From an optimization exercise on the open Yosys and OpenROAD flow, aimed at small area, a short achievable clock period and few clock cycles per item; shortcuts taken in it are not production practice. Only simulation tests tie the RTL to the original design; equivalence was not proved.

==> flow/design.v (excerpt) <==
module mips_alu_top (
    input  logic        clk,
    input  logic        reset,
    input  logic        wb_cyc,
    input  logic        wb_stb,
    input  logic        wb_we,
    input  logic [5:0]  wb_adr,
    input  logic [31:0] wb_dat_w,
    output logic [31:0] wb_dat_r,
    output logic        wb_ack
);
==> flow/config.mk <==
export PLATFORM = sky130hd
export DESIGN_NAME = mips_alu_top
export DESIGN_NICKNAME = mips_alu_top
export VERILOG_FILES = /design/flow/design.v
export SDC_FILE = /design/flow/constraint.sdc
export NUM_CORES = 4
export LEC_CHECK = 0
export CAP_MARGIN = 20
export CORE_MARGIN = 2
export CORE_UTILIZATION = 40
export SLEW_MARGIN = 20
==> flow/constraint.sdc <==
create_clock -name core_clock -period 10.0 [get_ports {clk}]
set_input_delay 2.0000 -clock core_clock [delete_from_list [all_inputs] [get_ports {clk}]]
set_output_delay 2.0000 -clock core_clock [all_outputs]
set_load 0.01 [all_outputs]
standard.sh (not shown) runs the stock make flow with config.mk's settings and CLKGATE_MAP_FILE= SYNTH_SCRIPT=/design/flow/synth_recipe.tcl, a recipe that flattens the netlist after the stock synthesis.
==> flow/flow/run.sh <==
#!/bin/bash
set -euo pipefail
WORK=$PWD
export MY_ABC_SCRIPT=$WORK/flow/abc_map.script
export MY_ABC_DONT_USE="$(cat $WORK/flow/abc_dont_use.txt)"
{
  echo 'proc abc {args} {'
  echo '  set i [lsearch -exact $args -script]'
  echo '  if { $i >= 0 } { lset args [expr {$i + 1}] $::env(MY_ABC_SCRIPT) }'
  echo '  foreach c $::env(MY_ABC_DONT_USE) { lappend args -dont_use $c }'
  echo '  puts "abc with script $::env(MY_ABC_SCRIPT)"'
  echo '  yosys abc {*}$args'
  echo '}'
  echo "source $WORK/synth_recipe.tcl"
} > $WORK/own_synth.tcl
CTS="-sink_clustering_enable -repair_clock_nets -dont_use_dummy_load -sink_clustering_size 25 -sink_clustering_max_diameter 100"
sed -e "s|SYNTH_SCRIPT=[^ ]*|SYNTH_SCRIPT=$WORK/own_synth.tcl|" \
    -e "s|CLKGATE_MAP_FILE= |CLKGATE_MAP_FILE= 'CTS_ARGS=$CTS' |" \
    -e "s|\"\${@:-finish}\"|SETUP_SLACK_MARGIN=5.5 \"\${@:-finish}\"|" standard.sh > own_standard.sh
grep -q "SYNTH_SCRIPT=$WORK/own_synth.tcl" own_standard.sh
grep -q "CTS_ARGS=" own_standard.sh
grep -q "SETUP_SLACK_MARGIN=5.5" own_standard.sh
bash own_standard.sh finish > own_flow_make.log 2>&1
==> flow/flow/abc_dont_use.txt <==
sky130_fd_sc_hd__or3_1 sky130_fd_sc_hd__or3_2 sky130_fd_sc_hd__or3_4 sky130_fd_sc_hd__or3b_1 sky130_fd_sc_hd__or3b_2 sky130_fd_sc_hd__or3b_4 sky130_fd_sc_hd__or4_1 sky130_fd_sc_hd__or4_2 sky130_fd_sc_hd__or4_4 sky130_fd_sc_hd__or4b_1 sky130_fd_sc_hd__or4b_2 sky130_fd_sc_hd__or4b_4 sky130_fd_sc_hd__or4bb_1 sky130_fd_sc_hd__or4bb_2 sky130_fd_sc_hd__or4bb_4 
==> flow/flow/abc_map.script <==
&get -n
&st
&dch -f
&nf -R 1000
&put
buffer -c
topo
stime -c
upsize -c
dnsize -c
Testbench counts at the start, summed over its fixed seeds: cycles 106,782, transfers 83,662.
==> next run, changes <==
--- a/flow/flow/run.sh
+++ b/flow/flow/run.sh
@@ -19 +19 @@
-    -e "s|\"\${@:-finish}\"|SETUP_SLACK_MARGIN=5.5 \"\${@:-finish}\"|" standard.sh > own_standard.sh
+    -e "s|\"\${@:-finish}\"|SETUP_SLACK_MARGIN=5.75 \"\${@:-finish}\"|" standard.sh > own_standard.sh
@@ -22 +22 @@
-grep -q "SETUP_SLACK_MARGIN=5.5" own_standard.sh
+grep -q "SETUP_SLACK_MARGIN=5.75" own_standard.sh
=> The changed run passed the timing, DRC and antenna checks. Area after synthesis is unchanged. Routed wire length rises by a few percent. Register-to-register slack improves by 0.15 ns. Non-clock buffer count rises by 112. Clock-buffer cell count falls by 1. Fmax rises by a few percent. Worst setup slack improves by 0.19 ns.

==> re-timing with driven ports <==
Ports are ideal in the flow. The routed layouts listed here were re-timed in OpenROAD. Step 1 sets driving cells, clkbuf_16 on the clock port and buf_2 on the other inputs (assumed; they add their load-dependent delay and slew). Step 2 times the ports against the registers' clock, not the clock port: input delays grow and output delays shrink by t, the midpoint of the rising clock arrivals with the driver on. Slacks: ideal / step 1 / step 2; pairs: ideal / step 1.
run | shift t [ns] | setup slack, ns | slew at the worst register clock pin (ns) | worst slew at a driven data input, ns | cell pins on the clock port's net
the first run | 0.752 | 5.406 / 5.407 / 4.655 | 0.11 / 0.11 | 0.20 | 1
the second run | 0.732 | 5.593 / 5.582 / 4.863 | 0.11 / 0.11 | 0.13 | 1
After both steps every run listed still meets setup and hold. The setup slack of the first run, which loses most, moves by +0.001 ns with the drivers and by -0.751 ns with both steps.
